Source: an optimization exercise on an open RTL-to-GDS flow (aim: small area, a short achievable clock period and few clock cycles per item). Production flows keep margins and buffers that such runs may drop.
RTL that was checked went through simulation tests only; none was proved equivalent to the original.
Only the layout flow was run in run 2; the RTL was not checked for function there.
Power is estimated from default activity; no workload was simulated.

==> flow/design.v (outline; a module is shown in full before it is edited, if it fits) <==
// module cla: 1489 lines
// module add_seq_ctrl: 65 lines
module add_seq_ctrl
#(
    parameter int unsigned N     = add_seq_pkg::ADDSEQ_N,
    parameter int unsigned WORDS = add_seq_pkg::ADDSEQ_WORDS
) (
    input  logic             clk,
    input  logic             rst,
    input  logic             in_valid,
    output logic             in_ready,
    input  logic [N*WORDS-1:0] a,
    input  logic [N*WORDS-1:0] b,
    input  logic             cin,
    input  logic             sub,
    output logic             out_valid,
    input  logic             out_ready,
    output logic [N*WORDS-1:0] sum,
    output logic             cout
);
  // ...
==> flow/flow/run.sh <==
#!/bin/bash
# Layout flow: the standard ORFS flow (standard.sh, which runs the standard
# synthesis), with these changes to how the layout is made. The constraints
# (constraint.sdc: clock period, I/O delays, loads) are the standard flow's, unchanged.
#  - ABC_AREA=1 and the full-adder cells left out of synthesis (DONT_USE_CELLS
#    is the platform's list plus fa_1/2/4): the slow fa cells no longer sit on
#    the carry paths; registers are unaffected.
#  - Ports are buffered with buf_1 rather than the delay buffer buffer_ports
#    picks by default (every port still gets its own buffer).
#  - After global placement, the wide sub net gets a two-level buffer tree
#    placed near its loads (flow/pre_resize.tcl, flow/fanout_tree.tcl).
#  - Timing repair aims for SETUP_SLACK_MARGIN ns of extra setup slack.
#  - 60% core utilisation; CTS clusters of up to 24 sinks within 90 um.
# ORFS keeps each tool's full log in orfs/logs/; this script's output goes to
# standard.log.
MARGIN=19.3
bash standard.sh finish \
  "BUFFER_PORTS_ARGS=-buffer_cell sky130_fd_sc_hd__buf_1" \
  SETUP_SLACK_MARGIN=$MARGIN \
  PRE_RESIZE_TCL=$PWD/flow/pre_resize.tcl \
  ABC_AREA=1 \
  "DONT_USE_CELLS= sky130_fd_sc_hd__probe_p_8 sky130_fd_sc_hd__probec_p_8 sky130_fd_sc_hd__lpflow_bleeder_1 sky130_fd_sc_hd__lpflow_clkbufkapwr_1 sky130_fd_sc_hd__lpflow_clkbufkapwr_16 sky130_fd_sc_hd__lpflow_clkbufkapwr_2 sky130_fd_sc_hd__lpflow_clkbufkapwr_4 sky130_fd_sc_hd__lpflow_clkbufkapwr_8 sky130_fd_sc_hd__lpflow_clkinvkapwr_1 sky130_fd_sc_hd__lpflow_clkinvkapwr_16 sky130_fd_sc_hd__lpflow_clkinvkapwr_2 sky130_fd_sc_hd__lpflow_clkinvkapwr_4 sky130_fd_sc_hd__lpflow_clkinvkapwr_8 sky130_fd_sc_hd__lpflow_decapkapwr_12 sky130_fd_sc_hd__lpflow_decapkapwr_3 sky130_fd_sc_hd__lpflow_decapkapwr_4 sky130_fd_sc_hd__lpflow_decapkapwr_6 sky130_fd_sc_hd__lpflow_decapkapwr_8 sky130_fd_sc_hd__lpflow_inputiso0n_1 sky130_fd_sc_hd__lpflow_inputiso0p_1 sky130_fd_sc_hd__lpflow_inputiso1n_1 sky130_fd_sc_hd__lpflow_inputiso1p_1 sky130_fd_sc_hd__lpflow_inputisolatch_1 sky130_fd_sc_hd__lpflow_isobufsrc_1 sky130_fd_sc_hd__lpflow_isobufsrc_16 sky130_fd_sc_hd__lpflow_isobufsrc_2 sky130_fd_sc_hd__lpflow_isobufsrc_4 sky130_fd_sc_hd__lpflow_isobufsrc_8 sky130_fd_sc_hd__lpflow_isobufsrckapwr_16 sky130_fd_sc_hd__lpflow_lsbuf_lh_hl_isowell_tap_1 sky130_fd_sc_hd__lpflow_lsbuf_lh_hl_isowell_tap_2 sky130_fd_sc_hd__lpflow_lsbuf_lh_hl_isowell_tap_4 sky130_fd_sc_hd__lpflow_lsbuf_lh_isowell_4 sky130_fd_sc_hd__lpflow_lsbuf_lh_isowell_tap_1 sky130_fd_sc_hd__lpflow_lsbuf_lh_isowell_tap_2 sky130_fd_sc_hd__lpflow_lsbuf_lh_isowell_tap_4  sky130_fd_sc_hd__fa_1 sky130_fd_sc_hd__fa_2 sky130_fd_sc_hd__fa_4" \
  CORE_UTILIZATION=60 CTS_CLUSTER_SIZE=24 CTS_CLUSTER_DIAMETER=90 \
  > standard.log 2>&1
==> flow/flow/fanout_tree.tcl <==
# Rebuilds the buffering of a wide input net as a two-level tree placed near
# its loads. Sourced after global placement, before repair_design.
#   build_port_tree PORT LEAF_CELL GROUP
# collects every load reached from PORT's input buffer through plain buffers,
# removes those buffers, splits the loads by location into groups of at most
# GROUP pins, and drives each group from a LEAF_CELL buffer at its centroid.
proc fot_is_buf { inst } {
  set m [[$inst getMaster] getName]
  return [regexp {__(buf|clkbuf)_[0-9]+$} $m]
}
proc fot_collect { net leavesVar bufsVar } {
  upvar $leavesVar leaves
  upvar $bufsVar bufs
  foreach it [$net getITerms] {
    if { [$it getIoType] ne "INPUT" } { continue }
    set inst [$it getInst]
    if { [fot_is_buf $inst] } {
      lappend bufs $inst
      fot_collect [[$inst findITerm X] getNet] leaves bufs
    } else {
      lappend leaves $it
    }
  }
}
proc fot_xy { it } {
  set inst [$it getInst]
  set bb [$inst getBBox]
  return [list [expr {([$bb xMin] + [$bb xMax]) / 2}] [expr {([$bb yMin] + [$bb yMax]) / 2}]]
}
proc build_port_tree { port leaf_cell group } {
  set block [ord::get_db_block]
  set db [ord::get_db]
  set pnet [[$block findBTerm $port] getNet]
  set ibuf ""
  foreach it [$pnet getITerms] { set ibuf [$it getInst] }
  set onet [[$ibuf findITerm X] getNet]
  set leaves {}
  set bufs {}
  fot_collect $onet leaves bufs
  # move every leaf onto the input buffer's net and drop the old buffers
  foreach it $leaves {
    if { [$it getNet] ne $onet } { $it disconnect; $it connect $onet }
  }
  foreach b $bufs {
    set n [[$b findITerm X] getNet]
    odb::dbInst_destroy $b
    if { $n ne "NULL" && [llength [$n getITerms]] == 0 } { odb::dbNet_destroy $n }
  }
  set n [llength $leaves]
  set ngroups [expr {int(ceil(double($n) / $group))}]
  set ncols [expr {max(1, int(round(sqrt($ngroups))))}]
  # sort by x into columns, then by y inside each column, then chunk
  set pts {}
  foreach it $leaves { lappend pts [concat [list $it] [fot_xy $it]] }
  set pts [lsort -integer -index 1 $pts]
  set percol [expr {int(ceil(double($n) / $ncols))}]
  set master [$db findMaster $leaf_cell]
  set k 0
  for { set c 0 } { $c < $n } { incr c $percol } {
    set col [lsort -integer -index 2 [lrange $pts $c [expr {$c + $percol - 1}]]]
    set m [llength $col]
    set per [expr {int(ceil(double($m) / int(ceil(double($m) / $group))))}]
    for { set g 0 } { $g < $m } { incr g $per } {
      set grp [lrange $col $g [expr {$g + $per - 1}]]
      set sx 0; set sy 0
      foreach p $grp { incr sx [lindex $p 1]; incr sy [lindex $p 2] }
      set cx [expr {$sx / [llength $grp]}]
      set cy [expr {$sy / [llength $grp]}]
      set name "fot_${port}_$k"
      set inst [odb::dbInst_create $block $master $name]
      set net [odb::dbNet_create $block "${name}_net"]
      $inst setLocation $cx $cy
      $inst setPlacementStatus PLACED
      [$inst findITerm A] connect $onet
      [$inst findITerm X] connect $net
      foreach p $grp {
        set it [lindex $p 0]
        $it disconnect
        $it connect $net
      }
      incr k
    }
  }
  # power pins of the new buffers
  foreach i [$block getInsts] {
    if { [string match "fot_${port}_*" [$i getName]] } {
      foreach it [$i getITerms] {
        set t [[$it getMTerm] getSigType]
        if { $t eq "POWER" } { $it connect [$block findNet VDD] }
        if { $t eq "GROUND" } { $it connect [$block findNet VSS] }
      }
    }
  }
  puts "build_port_tree $port: $n loads, removed [llength $bufs] buffers, added $k $leaf_cell"
}
==> flow/flow/pre_resize.tcl <==
# Sourced by ORFS after global placement, before repair_design (PRE_RESIZE_TCL).
# The sub input fans out to every bit of the adder; give it a two-level buffer
# tree whose leaf buffers sit next to the loads they drive.
source [file join [file dirname [info script]] fanout_tree.tcl]
build_port_tree sub sky130_fd_sc_hd__buf_4 16
==> flow/standard.sh <==
#!/bin/bash
# synth_recipe.tcl (not shown) runs the flow's synth.tcl, then flattens the netlist and writes it again
# the make line also repeats each setting of config.mk as NAME=value (left out here)
make -C /OpenROAD-flow-scripts/flow DESIGN_CONFIG=/design/flow/config.mk WORK_HOME=/design/flow/orfs CLKGATE_MAP_FILE= SYNTH_SCRIPT=/design/flow/synth_recipe.tcl "${@:-finish}"
==> flow/config.mk <==
export PLATFORM = sky130hd
export DESIGN_NAME = add_seq_ctrl
export DESIGN_NICKNAME = add_seq_ctrl
export VERILOG_FILES = /design/flow/design.v
export SDC_FILE = /design/flow/constraint.sdc
export NUM_CORES = 4
export LEC_CHECK = 0
export CAP_MARGIN = 20
export CORE_MARGIN = 2
export CORE_UTILIZATION = 40
export SLEW_MARGIN = 20
==> flow/constraint.sdc <==
create_clock -name core_clock -period 28.0 [get_ports {clk}]
set_input_delay 5.6000 -clock core_clock [delete_from_list [all_inputs] [get_ports {clk}]]
set_output_delay 5.6000 -clock core_clock [all_outputs]
set_load 0.01 [all_outputs]
==> key figures, run 1 <==
Status
  • Run status: finished clean

Synth
  • Count of synthesis-stage warnings from yosys: 1
  • Number of instances in the synthesized netlist: around 3,500
  • Arithmetic-cell share of the synthesized area counting full adders, half adders and majority gates: between 10% and 20%
  • Synthesized-area fraction occupied by xor and xnor cells: under 10%
  • Compound-cell area share of the yosys netlist: 6.299%
  • Largest family of logic cells by synthesized area: simple AND/OR/NAND/NOR gates

Floorplanning
  • Area of the placeable core: a little under 50,000 um2
  • Vert. Die Dim: roughly 230 um
  • Number of placement rows: between 80 and 90

Placement
  • Dpl ws: 18.20 ns
  • Number of input and output port buffers inserted: about 780

STA
  • Final number of hold-violating endpoints: 0
  • Final Cycle Share: between 30% and 40%
  • Unrepaired setup endpoints after global routing: true
  • Slack of the critical path: 19.47 ns
  • Final critical-path required period: between 8 and 9 ns
  • Clock skew: between 0.015 and 0.02 ns
  • Setup total negative slack: 0 ns

Pwr
  • Top power consumer group: registers
  • Maximum ir drop on the vdd rail: between 40 and 50 uV
  • Sequential share of power: approximately 48%
  • Share of total power in combinational logic: 31.9%
  • Net switching share of the total power: a little over a third

Clocking
  • Number of cells upsized or downsized after cts: 7
  • Clock H-tree levels: 1
  • Insertion delay to the later sink of the worst-skew pair: around 0.62 ns

Cells and area
  • Clock network area share: 2.712%
  • Non-clock buffering overhead in the final layout: a little under a tenth
  • Registers with the highest flip-flop counts: res_q x257, skid_q x257
  • Share of layout cells above drive strength 1: 3.592%
  • Non-clock buffer total of the final layout: 809
  • Leading cell type in the layout, fill and taps excluded: nand2_1

Setup path
  • Minimum setup slack among reg-to-reg paths: between 20 and 25 ns
  • Worst path arrival time: between 8 and 9 ns
  • Launching point of the worst reg2reg path: out_valid_q$_DFFE_PP0N_
  • Critical Path End Type: register

Route
  • Amount of wire on met2 after detailed routing: between 40,000 and 50,000 um
  • Violation count after the first detailed-routing iteration: 1,535
  • Number of design rule violations left after detail routing: 0
  • Uppermost layer routed: met5
  • Final wirelength: 90,470 um

Worst hold path
  • Terminating pin of the worst hold path: skid_q[132]$_DFF_P_

Global route
  • M3 GR Usage: under 10%

Flow run
  • Max capacitance violation total: 0
Testbench counts, summed over its fixed seeds: cycles 1,288, items 1,280.
==> inputs of run 2 (changes only) <==
--- a/flow/design.v
+++ b/flow/design.v
@@ -907,270 +907,466 @@
     logic P0_61;
     assign P0_61 = LP61_3 & LP60_3;
     logic G0_63;
     assign G0_63 = LG63_3 | (LP63_3 & LG62_3);
     logic P0_63;
     assign P0_63 = LP63_3 & LP62_3;
     logic G1_3;
     assign G1_3 = G0_3 | (P0_3 & G0_1);
+    logic G1_5;
+    assign G1_5 = G0_5 | (P0_5 & G0_3);
+    logic P1_5;
+    assign P1_5 = P0_5 & P0_3;
     logic G1_7;
     assign G1_7 = G0_7 | (P0_7 & G0_5);
     logic P1_7;
     assign P1_7 = P0_7 & P0_5;
+    logic G1_9;
+    assign G1_9 = G0_9 | (P0_9 & G0_7);
+    logic P1_9;
+    assign P1_9 = P0_9 & P0_7;
     logic G1_11;
     assign G1_11 = G0_11 | (P0_11 & G0_9);
     logic P1_11;
     assign P1_11 = P0_11 & P0_9;
+    logic G1_13;
+    assign G1_13 = G0_13 | (P0_13 & G0_11);
+    logic P1_13;
+    assign P1_13 = P0_13 & P0_11;
     logic G1_15;
     assign G1_15 = G0_15 | (P0_15 & G0_13);
     logic P1_15;
     assign P1_15 = P0_15 & P0_13;
+    logic G1_17;
+    assign G1_17 = G0_17 | (P0_17 & G0_15);
+    logic P1_17;
+    assign P1_17 = P0_17 & P0_15;
     logic G1_19;
     assign G1_19 = G0_19 | (P0_19 & G0_17);
     logic P1_19;
     assign P1_19 = P0_19 & P0_17;
+    logic G1_21;
+    assign G1_21 = G0_21 | (P0_21 & G0_19);
+    logic P1_21;
+    assign P1_21 = P0_21 & P0_19;
     logic G1_23;
     assign G1_23 = G0_23 | (P0_23 & G0_21);
     logic P1_23;
     assign P1_23 = P0_23 & P0_21;
+    logic G1_25;
+    assign G1_25 = G0_25 | (P0_25 & G0_23);
+    logic P1_25;
+    assign P1_25 = P0_25 & P0_23;
     logic G1_27;
     assign G1_27 = G0_27 | (P0_27 & G0_25);
     logic P1_27;
     assign P1_27 = P0_27 & P0_25;
+    logic G1_29;
+    assign G1_29 = G0_29 | (P0_29 & G0_27);
+    logic P1_29;
+    assign P1_29 = P0_29 & P0_27;
     logic G1_31;
     assign G1_31 = G0_31 | (P0_31 & G0_29);
     logic P1_31;
     assign P1_31 = P0_31 & P0_29;
+    logic G1_33;
+    assign G1_33 = G0_33 | (P0_33 & G0_31);
+    logic P1_33;
+    assign P1_33 = P0_33 & P0_31;
     logic G1_35;
     assign G1_35 = G0_35 | (P0_35 & G0_33);
     logic P1_35;
     assign P1_35 = P0_35 & P0_33;
+    logic G1_37;
+    assign G1_37 = G0_37 | (P0_37 & G0_35);
+    logic P1_37;
+    assign P1_37 = P0_37 & P0_35;
     logic G1_39;
     assign G1_39 = G0_39 | (P0_39 & G0_37);
     logic P1_39;
     assign P1_39 = P0_39 & P0_37;
+    logic G1_41;
+    assign G1_41 = G0_41 | (P0_41 & G0_39);
+    logic P1_41;
+    assign P1_41 = P0_41 & P0_39;
     logic G1_43;
     assign G1_43 = G0_43 | (P0_43 & G0_41);
     logic P1_43;
     assign P1_43 = P0_43 & P0_41;
+    logic G1_45;
+    assign G1_45 = G0_45 | (P0_45 & G0_43);
+    logic P1_45;
+    assign P1_45 = P0_45 & P0_43;
     logic G1_47;
     assign G1_47 = G0_47 | (P0_47 & G0_45);
     logic P1_47;
     assign P1_47 = P0_47 & P0_45;
+    logic G1_49;
+    assign G1_49 = G0_49 | (P0_49 & G0_47);
+    logic P1_49;
+    assign P1_49 = P0_49 & P0_47;
     logic G1_51;
     assign G1_51 = G0_51 | (P0_51 & G0_49);
     logic P1_51;
     assign P1_51 = P0_51 & P0_49;
+    logic G1_53;
+    assign G1_53 = G0_53 | (P0_53 & G0_51);
+    logic P1_53;
+    assign P1_53 = P0_53 & P0_51;
     logic G1_55;
     assign G1_55 = G0_55 | (P0_55 & G0_53);
     logic P1_55;
     assign P1_55 = P0_55 & P0_53;
+    logic G1_57;
+    assign G1_57 = G0_57 | (P0_57 & G0_55);
+    logic P1_57;
+    assign P1_57 = P0_57 & P0_55;
     logic G1_59;
     assign G1_59 = G0_59 | (P0_59 & G0_57);
     logic P1_59;
     assign P1_59 = P0_59 & P0_57;
+    logic G1_61;
+    assign G1_61 = G0_61 | (P0_61 & G0_59);
+    logic P1_61;
+    assign P1_61 = P0_61 & P0_59;
     logic G1_63;
     assign G1_63 = G0_63 | (P0_63 & G0_61);
     logic P1_63;
     assign P1_63 = P0_63 & P0_61;
     logic G2_5;
-    assign G2_5 = G0_5 | (P0_5 & G1_3);
+    assign G2_5 = G1_5 | (P1_5 & G0_1);
     logic G2_7;
     assign G2_7 = G1_7 | (P1_7 & G1_3);
+    logic G2_9;
+    assign G2_9 = G1_9 | (P1_9 & G1_5);
+    logic P2_9;
+    assign P2_9 = P1_9 & P1_5;
+    logic G2_11;
+    assign G2_11 = G1_11 | (P1_11 & G1_7);
+    logic P2_11;
+    assign P2_11 = P1_11 & P1_7;
     logic G2_13;
-    assign G2_13 = G0_13 | (P0_13 & G1_11);
+    assign G2_13 = G1_13 | (P1_13 & G1_9);
     logic P2_13;
-    assign P2_13 = P0_13 & P1_11;
+    assign P2_13 = P1_13 & P1_9;
     logic G2_15;
     assign G2_15 = G1_15 | (P1_15 & G1_11);
     logic P2_15;
     assign P2_15 = P1_15 & P1_11;
+    logic G2_17;
+    assign G2_17 = G1_17 | (P1_17 & G1_13);
+    logic P2_17;
+    assign P2_17 = P1_17 & P1_13;
+    logic G2_19;
+    assign G2_19 = G1_19 | (P1_19 & G1_15);
+    logic P2_19;
+    assign P2_19 = P1_19 & P1_15;
     logic G2_21;
-    assign G2_21 = G0_21 | (P0_21 & G1_19);
+    assign G2_21 = G1_21 | (P1_21 & G1_17);
     logic P2_21;
-    assign P2_21 = P0_21 & P1_19;
+    assign P2_21 = P1_21 & P1_17;
     logic G2_23;
     assign G2_23 = G1_23 | (P1_23 & G1_19);
     logic P2_23;
     assign P2_23 = P1_23 & P1_19;
+    logic G2_25;
+    assign G2_25 = G1_25 | (P1_25 & G1_21);
+    logic P2_25;
+    assign P2_25 = P1_25 & P1_21;
+    logic G2_27;
+    assign G2_27 = G1_27 | (P1_27 & G1_23);
+    logic P2_27;
+    assign P2_27 = P1_27 & P1_23;
     logic G2_29;
-    assign G2_29 = G0_29 | (P0_29 & G1_27);
+    assign G2_29 = G1_29 | (P1_29 & G1_25);
     logic P2_29;
-    assign P2_29 = P0_29 & P1_27;
+    assign P2_29 = P1_29 & P1_25;
     logic G2_31;
     assign G2_31 = G1_31 | (P1_31 & G1_27);
     logic P2_31;
     assign P2_31 = P1_31 & P1_27;
+    logic G2_33;
+    assign G2_33 = G1_33 | (P1_33 & G1_29);
+    logic P2_33;
+    assign P2_33 = P1_33 & P1_29;
+    logic G2_35;
+    assign G2_35 = G1_35 | (P1_35 & G1_31);
+    logic P2_35;
+    assign P2_35 = P1_35 & P1_31;
     logic G2_37;
-    assign G2_37 = G0_37 | (P0_37 & G1_35);
+    assign G2_37 = G1_37 | (P1_37 & G1_33);
     logic P2_37;
-    assign P2_37 = P0_37 & P1_35;
+    assign P2_37 = P1_37 & P1_33;
     logic G2_39;
     assign G2_39 = G1_39 | (P1_39 & G1_35);
     logic P2_39;
     assign P2_39 = P1_39 & P1_35;
+    logic G2_41;
+    assign G2_41 = G1_41 | (P1_41 & G1_37);
+    logic P2_41;
+    assign P2_41 = P1_41 & P1_37;
+    logic G2_43;
+    assign G2_43 = G1_43 | (P1_43 & G1_39);
+    logic P2_43;
+    assign P2_43 = P1_43 & P1_39;
     logic G2_45;
-    assign G2_45 = G0_45 | (P0_45 & G1_43);
+    assign G2_45 = G1_45 | (P1_45 & G1_41);
     logic P2_45;
-    assign P2_45 = P0_45 & P1_43;
+    assign P2_45 = P1_45 & P1_41;
     logic G2_47;
     assign G2_47 = G1_47 | (P1_47 & G1_43);
     logic P2_47;
     assign P2_47 = P1_47 & P1_43;
+    logic G2_49;
+    assign G2_49 = G1_49 | (P1_49 & G1_45);
+    logic P2_49;
+    assign P2_49 = P1_49 & P1_45;
+    logic G2_51;
+    assign G2_51 = G1_51 | (P1_51 & G1_47);
+    logic P2_51;
+    assign P2_51 = P1_51 & P1_47;
     logic G2_53;
-    assign G2_53 = G0_53 | (P0_53 & G1_51);
+    assign G2_53 = G1_53 | (P1_53 & G1_49);
     logic P2_53;
-    assign P2_53 = P0_53 & P1_51;
+    assign P2_53 = P1_53 & P1_49;
     logic G2_55;
     assign G2_55 = G1_55 | (P1_55 & G1_51);
     logic P2_55;
     assign P2_55 = P1_55 & P1_51;
+    logic G2_57;
+    assign G2_57 = G1_57 | (P1_57 & G1_53);
+    logic P2_57;
+    assign P2_57 = P1_57 & P1_53;
+    logic G2_59;
+    assign G2_59 = G1_59 | (P1_59 & G1_55);
+    logic P2_59;
+    assign P2_59 = P1_59 & P1_55;
     logic G2_61;
-    assign G2_61 = G0_61 | (P0_61 & G1_59);
+    assign G2_61 = G1_61 | (P1_61 & G1_57);
     logic P2_61;
-    assign P2_61 = P0_61 & P1_59;
+    assign P2_61 = P1_61 & P1_57;
     logic G2_63;
     assign G2_63 = G1_63 | (P1_63 & G1_59);
     logic P2_63;
     assign P2_63 = P1_63 & P1_59;
     logic G3_9;
-    assign G3_9 = G0_9 | (P0_9 & G2_7);
+    assign G3_9 = G2_9 | (P2_9 & G0_1);
     logic G3_11;
-    assign G3_11 = G1_11 | (P1_11 & G2_7);
+    assign G3_11 = G2_11 | (P2_11 & G1_3);
     logic G3_13;
-    assign G3_13 = G2_13 | (P2_13 & G2_7);
+    assign G3_13 = G2_13 | (P2_13 & G2_5);
     logic G3_15;
     assign G3_15 = G2_15 | (P2_15 & G2_7);
+    logic G3_17;
+    assign G3_17 = G2_17 | (P2_17 & G2_9);
+    logic P3_17;
+    assign P3_17 = P2_17 & P2_9;
+    logic G3_19;
+    assign G3_19 = G2_19 | (P2_19 & G2_11);
+    logic P3_19;
+    assign P3_19 = P2_19 & P2_11;
+    logic G3_21;
+    assign G3_21 = G2_21 | (P2_21 & G2_13);
+    logic P3_21;
+    assign P3_21 = P2_21 & P2_13;
+    logic G3_23;
+    assign G3_23 = G2_23 | (P2_23 & G2_15);
+    logic P3_23;
+    assign P3_23 = P2_23 & P2_15;
     logic G3_25;
-    assign G3_25 = G0_25 | (P0_25 & G2_23);
+    assign G3_25 = G2_25 | (P2_25 & G2_17);
     logic P3_25;
-    assign P3_25 = P0_25 & P2_23;
+    assign P3_25 = P2_25 & P2_17;
     logic G3_27;
-    assign G3_27 = G1_27 | (P1_27 & G2_23);
+    assign G3_27 = G2_27 | (P2_27 & G2_19);
     logic P3_27;
-    assign P3_27 = P1_27 & P2_23;
+    assign P3_27 = P2_27 & P2_19;
     logic G3_29;
-    assign G3_29 = G2_29 | (P2_29 & G2_23);
+    assign G3_29 = G2_29 | (P2_29 & G2_21);
     logic P3_29;
-    assign P3_29 = P2_29 & P2_23;
+    assign P3_29 = P2_29 & P2_21;
     logic G3_31;
     assign G3_31 = G2_31 | (P2_31 & G2_23);
     logic P3_31;
     assign P3_31 = P2_31 & P2_23;
+    logic G3_33;
+    assign G3_33 = G2_33 | (P2_33 & G2_25);
+    logic P3_33;
+    assign P3_33 = P2_33 & P2_25;
+    logic G3_35;
+    assign G3_35 = G2_35 | (P2_35 & G2_27);
+    logic P3_35;
+    assign P3_35 = P2_35 & P2_27;
+    logic G3_37;
+    assign G3_37 = G2_37 | (P2_37 & G2_29);
+    logic P3_37;
+    assign P3_37 = P2_37 & P2_29;
+    logic G3_39;
+    assign G3_39 = G2_39 | (P2_39 & G2_31);
+    logic P3_39;
+    assign P3_39 = P2_39 & P2_31;
     logic G3_41;
-    assign G3_41 = G0_41 | (P0_41 & G2_39);
+    assign G3_41 = G2_41 | (P2_41 & G2_33);
     logic P3_41;
-    assign P3_41 = P0_41 & P2_39;
+    assign P3_41 = P2_41 & P2_33;
     logic G3_43;
-    assign G3_43 = G1_43 | (P1_43 & G2_39);
+    assign G3_43 = G2_43 | (P2_43 & G2_35);
     logic P3_43;
-    assign P3_43 = P1_43 & P2_39;
+    assign P3_43 = P2_43 & P2_35;
     logic G3_45;
-    assign G3_45 = G2_45 | (P2_45 & G2_39);
+    assign G3_45 = G2_45 | (P2_45 & G2_37);
     logic P3_45;
-    assign P3_45 = P2_45 & P2_39;
+    assign P3_45 = P2_45 & P2_37;
     logic G3_47;
     assign G3_47 = G2_47 | (P2_47 & G2_39);
     logic P3_47;
     assign P3_47 = P2_47 & P2_39;
+    logic G3_49;
+    assign G3_49 = G2_49 | (P2_49 & G2_41);
+    logic P3_49;
+    assign P3_49 = P2_49 & P2_41;
+    logic G3_51;
+    assign G3_51 = G2_51 | (P2_51 & G2_43);
+    logic P3_51;
+    assign P3_51 = P2_51 & P2_43;
+    logic G3_53;
+    assign G3_53 = G2_53 | (P2_53 & G2_45);
+    logic P3_53;
+    assign P3_53 = P2_53 & P2_45;
+    logic G3_55;
+    assign G3_55 = G2_55 | (P2_55 & G2_47);
+    logic P3_55;
+    assign P3_55 = P2_55 & P2_47;
     logic G3_57;
-    assign G3_57 = G0_57 | (P0_57 & G2_55);
+    assign G3_57 = G2_57 | (P2_57 & G2_49);
     logic P3_57;
-    assign P3_57 = P0_57 & P2_55;
+    assign P3_57 = P2_57 & P2_49;
     logic G3_59;
-    assign G3_59 = G1_59 | (P1_59 & G2_55);
+    assign G3_59 = G2_59 | (P2_59 & G2_51);
     logic P3_59;
-    assign P3_59 = P1_59 & P2_55;
+    assign P3_59 = P2_59 & P2_51;
     logic G3_61;
-    assign G3_61 = G2_61 | (P2_61 & G2_55);
+    assign G3_61 = G2_61 | (P2_61 & G2_53);
     logic P3_61;
-    assign P3_61 = P2_61 & P2_55;
+    assign P3_61 = P2_61 & P2_53;
     logic G3_63;
     assign G3_63 = G2_63 | (P2_63 & G2_55);
     logic P3_63;
     assign P3_63 = P2_63 & P2_55;
     logic G4_17;
-    assign G4_17 = G0_17 | (P0_17 & G3_15);
+    assign G4_17 = G3_17 | (P3_17 & G0_1);
     logic G4_19;
-    assign G4_19 = G1_19 | (P1_19 & G3_15);
+    assign G4_19 = G3_19 | (P3_19 & G1_3);
     logic G4_21;
-    assign G4_21 = G2_21 | (P2_21 & G3_15);
+    assign G4_21 = G3_21 | (P3_21 & G2_5);
     logic G4_23;
-    assign G4_23 = G2_23 | (P2_23 & G3_15);
+    assign G4_23 = G3_23 | (P3_23 & G2_7);
     logic G4_25;
-    assign G4_25 = G3_25 | (P3_25 & G3_15);
+    assign G4_25 = G3_25 | (P3_25 & G3_9);
     logic G4_27;
-    assign G4_27 = G3_27 | (P3_27 & G3_15);
+    assign G4_27 = G3_27 | (P3_27 & G3_11);
     logic G4_29;
-    assign G4_29 = G3_29 | (P3_29 & G3_15);
+    assign G4_29 = G3_29 | (P3_29 & G3_13);
     logic G4_31;
     assign G4_31 = G3_31 | (P3_31 & G3_15);
+    logic G4_33;
+    assign G4_33 = G3_33 | (P3_33 & G3_17);
+    logic P4_33;
+    assign P4_33 = P3_33 & P3_17;
+    logic G4_35;
+    assign G4_35 = G3_35 | (P3_35 & G3_19);
+    logic P4_35;
+    assign P4_35 = P3_35 & P3_19;
+    logic G4_37;
+    assign G4_37 = G3_37 | (P3_37 & G3_21);
+    logic P4_37;
+    assign P4_37 = P3_37 & P3_21;
+    logic G4_39;
+    assign G4_39 = G3_39 | (P3_39 & G3_23);
+    logic P4_39;
+    assign P4_39 = P3_39 & P3_23;
+    logic G4_41;
+    assign G4_41 = G3_41 | (P3_41 & G3_25);
+    logic P4_41;
+    assign P4_41 = P3_41 & P3_25;
+    logic G4_43;
+    assign G4_43 = G3_43 | (P3_43 & G3_27);
+    logic P4_43;
+    assign P4_43 = P3_43 & P3_27;
+    logic G4_45;
+    assign G4_45 = G3_45 | (P3_45 & G3_29);
+    logic P4_45;
+    assign P4_45 = P3_45 & P3_29;
+    logic G4_47;
+    assign G4_47 = G3_47 | (P3_47 & G3_31);
+    logic P4_47;
+    assign P4_47 = P3_47 & P3_31;
     logic G4_49;
-    assign G4_49 = G0_49 | (P0_49 & G3_47);
+    assign G4_49 = G3_49 | (P3_49 & G3_33);
     logic P4_49;
-    assign P4_49 = P0_49 & P3_47;
+    assign P4_49 = P3_49 & P3_33;
     logic G4_51;
-    assign G4_51 = G1_51 | (P1_51 & G3_47);
+    assign G4_51 = G3_51 | (P3_51 & G3_35);
     logic P4_51;
-    assign P4_51 = P1_51 & P3_47;
+    assign P4_51 = P3_51 & P3_35;
     logic G4_53;
-    assign G4_53 = G2_53 | (P2_53 & G3_47);
+    assign G4_53 = G3_53 | (P3_53 & G3_37);
     logic P4_53;
-    assign P4_53 = P2_53 & P3_47;
+    assign P4_53 = P3_53 & P3_37;
     logic G4_55;
-    assign G4_55 = G2_55 | (P2_55 & G3_47);
+    assign G4_55 = G3_55 | (P3_55 & G3_39);
     logic P4_55;
-    assign P4_55 = P2_55 & P3_47;
+    assign P4_55 = P3_55 & P3_39;
     logic G4_57;
-    assign G4_57 = G3_57 | (P3_57 & G3_47);
+    assign G4_57 = G3_57 | (P3_57 & G3_41);
     logic P4_57;
-    assign P4_57 = P3_57 & P3_47;
+    assign P4_57 = P3_57 & P3_41;
     logic G4_59;
-    assign G4_59 = G3_59 | (P3_59 & G3_47);
+    assign G4_59 = G3_59 | (P3_59 & G3_43);
     logic P4_59;
-    assign P4_59 = P3_59 & P3_47;
+    assign P4_59 = P3_59 & P3_43;
     logic G4_61;
-    assign G4_61 = G3_61 | (P3_61 & G3_47);
+    assign G4_61 = G3_61 | (P3_61 & G3_45);
     logic P4_61;
-    assign P4_61 = P3_61 & P3_47;
+    assign P4_61 = P3_61 & P3_45;
     logic G4_63;
     assign G4_63 = G3_63 | (P3_63 & G3_47);
     logic P4_63;
     assign P4_63 = P3_63 & P3_47;
     logic G5_33;
-    assign G5_33 = G0_33 | (P0_33 & G4_31);
+    assign G5_33 = G4_33 | (P4_33 & G0_1);
     logic G5_35;
-    assign G5_35 = G1_35 | (P1_35 & G4_31);
+    assign G5_35 = G4_35 | (P4_35 & G1_3);
     logic G5_37;
-    assign G5_37 = G2_37 | (P2_37 & G4_31);
+    assign G5_37 = G4_37 | (P4_37 & G2_5);
     logic G5_39;
-    assign G5_39 = G2_39 | (P2_39 & G4_31);
+    assign G5_39 = G4_39 | (P4_39 & G2_7);
     logic G5_41;
-    assign G5_41 = G3_41 | (P3_41 & G4_31);
+    assign G5_41 = G4_41 | (P4_41 & G3_9);
     logic G5_43;
-    assign G5_43 = G3_43 | (P3_43 & G4_31);
+    assign G5_43 = G4_43 | (P4_43 & G3_11);
     logic G5_45;
-    assign G5_45 = G3_45 | (P3_45 & G4_31);
+    assign G5_45 = G4_45 | (P4_45 & G3_13);
     logic G5_47;
-    assign G5_47 = G3_47 | (P3_47 & G4_31);
+    assign G5_47 = G4_47 | (P4_47 & G3_15);
     logic G5_49;
-    assign G5_49 = G4_49 | (P4_49 & G4_31);
+    assign G5_49 = G4_49 | (P4_49 & G4_17);
     logic G5_51;
-    assign G5_51 = G4_51 | (P4_51 & G4_31);
+    assign G5_51 = G4_51 | (P4_51 & G4_19);
     logic G5_53;
-    assign G5_53 = G4_53 | (P4_53 & G4_31);
+    assign G5_53 = G4_53 | (P4_53 & G4_21);
     logic G5_55;
-    assign G5_55 = G4_55 | (P4_55 & G4_31);
+    assign G5_55 = G4_55 | (P4_55 & G4_23);
     logic G5_57;
-    assign G5_57 = G4_57 | (P4_57 & G4_31);
+    assign G5_57 = G4_57 | (P4_57 & G4_25);
     logic G5_59;
-    assign G5_59 = G4_59 | (P4_59 & G4_31);
+    assign G5_59 = G4_59 | (P4_59 & G4_27);
     logic G5_61;
-    assign G5_61 = G4_61 | (P4_61 & G4_31);
+    assign G5_61 = G4_61 | (P4_61 & G4_29);
     logic G5_63;
     assign G5_63 = G4_63 | (P4_63 & G4_31);
     logic G6_2;
     assign G6_2 = LG2_3 | (LP2_3 & G0_1);
     logic G6_4;
     assign G6_4 = LG4_3 | (LP4_3 & G1_3);
     logic G6_6;
     assign G6_6 = LG6_3 | (LP6_3 & G2_5);
==> flow/flow/run.sh (replaced) <==
#!/bin/bash
# The standard layout (standard.sh) with changes to how it is made; the
# constraints (constraint.sdc) are the standard flow's, unchanged. ORFS keeps each tool's
# log in orfs/logs; this script's own output goes to standard.log.
MARGIN=19.3
bash standard.sh finish \
  "BUFFER_PORTS_ARGS=-buffer_cell sky130_fd_sc_hd__buf_1" \
  SETUP_SLACK_MARGIN=$MARGIN \
  PRE_RESIZE_TCL=$PWD/flow/pre_resize.tcl  "ABC_AREA=1" "DONT_USE_CELLS= sky130_fd_sc_hd__probe_p_8 sky130_fd_sc_hd__probec_p_8 sky130_fd_sc_hd__lpflow_bleeder_1 sky130_fd_sc_hd__lpflow_clkbufkapwr_1 sky130_fd_sc_hd__lpflow_clkbufkapwr_16 sky130_fd_sc_hd__lpflow_clkbufkapwr_2 sky130_fd_sc_hd__lpflow_clkbufkapwr_4 sky130_fd_sc_hd__lpflow_clkbufkapwr_8 sky130_fd_sc_hd__lpflow_clkinvkapwr_1 sky130_fd_sc_hd__lpflow_clkinvkapwr_16 sky130_fd_sc_hd__lpflow_clkinvkapwr_2 sky130_fd_sc_hd__lpflow_clkinvkapwr_4 sky130_fd_sc_hd__lpflow_clkinvkapwr_8 sky130_fd_sc_hd__lpflow_decapkapwr_12 sky130_fd_sc_hd__lpflow_decapkapwr_3 sky130_fd_sc_hd__lpflow_decapkapwr_4 sky130_fd_sc_hd__lpflow_decapkapwr_6 sky130_fd_sc_hd__lpflow_decapkapwr_8 sky130_fd_sc_hd__lpflow_inputiso0n_1 sky130_fd_sc_hd__lpflow_inputiso0p_1 sky130_fd_sc_hd__lpflow_inputiso1n_1 sky130_fd_sc_hd__lpflow_inputiso1p_1 sky130_fd_sc_hd__lpflow_inputisolatch_1 sky130_fd_sc_hd__lpflow_isobufsrc_1 sky130_fd_sc_hd__lpflow_isobufsrc_16 sky130_fd_sc_hd__lpflow_isobufsrc_2 sky130_fd_sc_hd__lpflow_isobufsrc_4 sky130_fd_sc_hd__lpflow_isobufsrc_8 sky130_fd_sc_hd__lpflow_isobufsrckapwr_16 sky130_fd_sc_hd__lpflow_lsbuf_lh_hl_isowell_tap_1 sky130_fd_sc_hd__lpflow_lsbuf_lh_hl_isowell_tap_2 sky130_fd_sc_hd__lpflow_lsbuf_lh_hl_isowell_tap_4 sky130_fd_sc_hd__lpflow_lsbuf_lh_isowell_4 sky130_fd_sc_hd__lpflow_lsbuf_lh_isowell_tap_1 sky130_fd_sc_hd__lpflow_lsbuf_lh_isowell_tap_2 sky130_fd_sc_hd__lpflow_lsbuf_lh_isowell_tap_4  sky130_fd_sc_hd__fa_1 sky130_fd_sc_hd__fa_2 sky130_fd_sc_hd__fa_4" "CORE_UTILIZATION=60" "CTS_CLUSTER_SIZE=24" "CTS_CLUSTER_DIAMETER=90" > standard.log 2>&1
==> flow/flow/pre_resize.tcl (replaced) <==
# Sourced by ORFS after global placement, before repair_design (PRE_RESIZE_TCL).
source [file join [file dirname [info script]] fanout_tree.tcl]
build_port_tree sub sky130_fd_sc_hd__buf_4 16
==> key figures, run 2 <==
Clocking
  • TritonCTS clock tree: built (unchanged)
  • Clock-pin slew on the worst setup and hold paths: 0.10 ns (was 0.09 ns)
  • Number of sinks handled by clock tree synthesis: 517 (unchanged)
  • Insertion delay to the later sink of the worst-skew pair: 0.61 ns (was 0.62 ns)
  • Number of buffers added by the clock tree synthesis step: 28 (was 29)
  • Root buffer selected by CTS: clkbuf_16 (unchanged)
  • Hold buffer count at CTS: 0 (unchanged)
  • Maximum clock insertion buffer count: 3 (unchanged)
  • Clock H-tree levels: 1 (unchanged)

Setup path
  • CP max FO: 16 (was 18)
  • Worst Path Required: 28.31 ns (was 28.35 ns)
  • Worst path arrival time: 8.81 ns (was 8.88 ns)
  • Crit path launch type: primary input (unchanged)
  • Path type of the worst setup path: in -> reg (unchanged)
  • Critical Path End Type: register (unchanged)

Global route
  • Wire length of the first global-routing pass: 143,400 um (was 131,700 um)
  • Remaining global-route overflow: 0 (unchanged)
  • Pin count of the biggest net entering global routing: 82 (was 197)
  • Overall Global Routing Usage: 35.58% (was 34.11%)
  • Antenna violations before repair: 15 (was 27)
  • Number of global-route vias before repair: 25,190 (was 23,410)

Synth
  • Proportion of synthesized area in mux cells: 0% (unchanged)
  • Number of distinct library cells after synthesis: 42 (unchanged)
  • Area of the mapped netlist: 30,450 um2 (was 29,500 um2)
  • Mean Syn Cell Area: 8.233 um2 (was 8.537 um2)
  • Primary FF master, synth: edfxtp_1 (unchanged)
  • Number of flip-flops and latches in the synthesized netlist: 517 (unchanged)
  • Sequential area share after synthesis: 42.50% (was 43.86%)
  • Number of instances in the synthesized netlist: 3,698 (was 3,455)
  • Count of synthesis-stage warnings from yosys: 1 (unchanged)
  • EDFF count, synth: 257 (unchanged)
  • Most numerous cell types in the synthesized netlist: 1,146 x nand2_1, 394 x inv_1, 320 x ha_1, 320 x xor2_1, 279 x nor2_1 (was 1,032 x nand2_1, 323 x xor2_1, 320 x ha_1, 320 x inv_1)
  • Simple-gate share of the synthesized area: 23.70% (was 21.34%)
  • Compound-cell area share of the yosys netlist: 5.503% (was 6.299%)
  • Arithmetic-cell share of the synthesized area counting full adders, half adders and majority gates: 13.15% (was 13.57%)
  • Synth area leaders: edfxtp_1 25%, dfxtp_1 17%, nand2_1 14% (was edfxtp_1 26%, dfxtp_1 17%, ha_1 14%)
  • Cell type with the largest total area after synthesis: edfxtp_1 (unchanged)
  • Share of synthesized registers carrying an async set or reset: 0.5803% (unchanged)
  • Largest family of logic cells by synthesized area: simple AND/OR/NAND/NOR gates (unchanged)
  • Area share of the largest cell type after synthesis: 25.35% (was 26.16%)
  • Most frequent cell after synthesis: nand2_1 (unchanged)
  • Syn nets: 4,536 (was 4,293)
  • Synthesized-area fraction occupied by xor and xnor cells: 9.205% (was 9.680%)

Floorplanning
  • Horiz. Die Dim: 229.3 um (was 225.7 um)
  • Number of placement rows: 82 (was 81)
  • Die area: 52,560 um2 (was 50,950 um2)
  • Vert. Die Dim: 229.3 um (was 225.7 um)
  • Area of the placeable core: 50,170 um2 (was 48,750 um2)
  • Top-level I/O count: 777 (unchanged)
  • Initial cell density of the core: 60.69% (was 60.51%)

STA
  • Finish-stage setup viols: 0 (unchanged)
  • Relative slew slack: 24.85% (was 27.98%)
  • Clock skew: 0.01677 ns (was 0.01871 ns)
  • Unrepaired setup endpoints after global routing: true (unchanged)
  • Slew of the pin with the lowest slew margin: 1.127 ns (was 1.080 ns)
  • Setup total negative slack: 0 ns (unchanged)
  • Final Cycle Share: 30.36% (was 30.46%)
  • Max-slew violation total from the final report: 0 (unchanged)
  • Final critical-path required period: 8.502 ns (was 8.528 ns)
  • Final number of hold-violating endpoints: 0 (unchanged)
  • Maximum achievable frequency: 117.6 MHz (was 117.3 MHz)

Route
  • Number of design rule violations left after detail routing: 0 (unchanged)
  • Detail-routed via count per cell: 5.212 (was 5.164)
  • Violation count after the first detailed-routing iteration: 1,725 (was 1,535)
  • Number of nets with antenna violations after routing: 0 (unchanged)
  • Drt wl/cell: 18.84 um (was 18.40 um)
  • First drt pass iteration count: 5 (was 9)
  • Final wirelength: 97,060 um (was 90,470 um)
  • Total number of vias: 26,850 (was 25,390)

Status
  • Run status: finished clean (unchanged)

Pwr
  • Maximum ir drop on the vdd rail: 60.16 uV (was 46.08 uV)
  • Part of the power in the clock network: 20.1% (was 20.4%)
  • Power density normalized to cell area: 67.76 nW/um2 (was 68.97 nW/um2)
  • Tot Pwr: 0.002398 W (was 0.002371 W)
  • Cell-internal power: 0.001539 W (was 0.001526 W)
  • Sequential share of power: 47.4% (was 47.8%)
  • Switching power summed over all nets: 0.0008596 W (was 0.0008442 W)
  • Cell leakage power: 16.71 nW (was 16.26 nW)
  • Share of total power in combinational logic: 32.5% (was 31.9%)
  • Net switching share of the total power: 35.84% (was 35.61%)

Cells and area
  • Layout overhead on the synthesized area: 16.25% (was 16.53%)
  • Registers with the highest flip-flop counts: res_q x257, skid_q x257 (unchanged)
  • Multi-input logic area: 15,910 um2 (was 15,120 um2)
  • Non-filler instance count after layout: 5,151 (was 4,917)
  • Fill count: 4,239 (was 4,149)
  • Top library cells by usage in the layout, fill and taps aside: 1,139 x nand2_1, 775 x buf_1, 392 x inv_1 (was 1,028 x nand2_1, 775 x buf_1, 322 x xor2_1)
  • Share of layout cells above drive strength 1: 4.184% (was 3.592%)
  • Leading cell type in the layout, fill and taps excluded: nand2_1 (unchanged)
  • Area taken by flip-flops and latches: 12,940 um2 (unchanged)
  • # nets final: 5,288 (was 5,047)

Placement
  • Number of input and output port buffers inserted: 776 (unchanged)
  • HPWL after detailed placement: 77,200 um (was 71,200 um)
  • Placed insts: 5,089 (was 4,836)
  • Placer's final routability congestion estimate: 0.9564 (was 0.9291)

Worst hold path
  • Hold/Removal Path Class: reg -> reg (unchanged)

Flow run
  • Max capacitance violation total: 0 (unchanged)
## run 2: logic make-up (layout without fill, tap and decap cells)
family / count (synthesis) / in the layout
compound gates: 309 / 309
xor+xnor: 320 / 320
flops: 517 / 517
other cells: 0 / 10
simple gates: 1751 / 1751
fa+ha+maj: 320 / 320
buf+inv: 481 / 1252
## run 2: power by group through the flow
stage | Clock [W] | Combinational, W | Sequential [W]
after floorplan | 0 | 0.000441 | 0.00118
after global placement | 0 | 0.000749 | 0.00115
after detailed placement | 0 | 0.000761 | 0.00115
after CTS | 0.000483 | 0.000768 | 0.00114
after global routing | 0.000508 | 0.000873 | 0.00116
final | 0.000481 | 0.000780 | 0.00114
## run 2: what timing repair did
| item | in CTS | in global routing |
|---|---|---|
| pin swaps | 0 | 1 |
| setup buffers | 0 | 1 |
| gates cloned | 0 | 1 |
| endpoints found under the setup margin | 204 | 149 |
| resized for setup | 5 | 64 |
## run 2: final cells by class
cell class | instances | area share [%]
well taps | 672 | 2.375
diodes | 10 | 0.07070
flip-flops and latches | 517 | 36.57
clock buffers | 39 | 2.213
clock inverters | 11 | 0.4101
plain buffers | 19 | 0.6398
multi-input cells | 2700 | 44.95
inverters | 395 | 4.214
repair buffers | 788 | 8.565
## run 2: per-stage QoR
step / worst slack (ns) / util [%] / area (um2) / hold WS [ns]
final: 19.50 / 70.55 / 35400 / 0.4527
after global routing: 19.28 / 70.54 / 35390 / 0.4720
after CTS: 19.30 / 69.91 / 35070 / 0.4545
after detailed placement: 18.25 / 67.99 / 34110 / 0.4350
after global placement: 17.17 / 67.78 / 34010 / 0.4293
after floorplan: 18.06 / - / 30500 / 0.4143
## run 2: path summary, 6_finish.rpt
kind | start | end | slack (ns) | cells after the start
min in group asynchronous | rst | skid_valid_q$_DFFE_PP0P_ | 4.84 | 2
hold reg to reg | skid_q[255]$_DFF_P_ | skid_q[255]$_DFF_P_ | 0.45 | 2
setup reg to reg | out_valid_q$_DFFE_PP0N_ | res_q[124]$_DFFE_PN_ | 24.57 | 6
hold / removal | skid_q[255]$_DFF_P_ | skid_q[255]$_DFF_P_ | 0.45 | 2
setup / recovery | sub | res_q[221]$_DFFE_PN_ | 19.50 | 22
max in group asynchronous | rst | in_ready_q$_DFFE_PP1P_ | 22.95 | 2
## run 2: per-layer routing
metal / GRT usage [%] / share of wire, % / wire [um]
met5: 0 / 0.065 / 63
met4: 15.18 / 4.9 / 4754
met3: 7.918 / 7.9 / 7672
met2: 60.90 / 48 / 46320
met1: 43.20 / 39 / 38240
## run 2: critical path, stage by stage
cell and delay [ns]:
clkbuf_16 0.20, buf_12 0.21, xor2_1 0.23, ha_1 0.31, a21oi_2 0.18, nor2_1 0.07, nor2_2 0.15, nand2_1 0.15
a21oi_1 0.18, nand2_2 0.11, nand2_2 0.09, nand2_4 0.08, nand2_1 0.08, nand2_2 0.09, nand2_1 0.10, nand3_2 0.18
nand2_1 0.13, nand2_2 0.08, ha_1 0.19, nor2_1 0.12, xor2_1 0.15, o21ai_0 0.10

[separate check: timing with driven ports]
The results above use ideal ports. As a check the final layouts listed here were re-extracted and re-timed, cells and wires unchanged.
Step 1 sets driving cells, clkbuf_16 on the clock port and buf_2 on the other inputs (assumed; they add their load-dependent delay and slew).
Step 2 moves the port delays by t, midway between the first and last clock arrival at a register: inputs arrive t later, outputs are due t later. That takes back most of the time a late clock gives input paths.
Slacks: ideal ports / drivers / drivers and shift; pairs: ideal ports / drivers.
| run | t (ns) | slack for setup (ns) | hold slack, ns | clock arrival spread, ns | slew at the worst register clock pin (ns) |
|---|---|---|---|---|---|
| run 1 | 0.669 | 19.472 / 19.388 / 18.718 | 0.454 / 0.454 / 0.454 | 0.033 / 0.033 | 0.10 / 0.10 |
| run 2 | 0.659 | 19.498 / 19.272 / 18.613 | 0.453 / 0.453 / 0.453 | 0.025 / 0.025 | 0.10 / 0.10 |
After both steps every run listed still meets setup and hold. The setup slack of run 2, which loses most, moves by -0.226 ns with the drivers and by -0.885 ns with both steps.
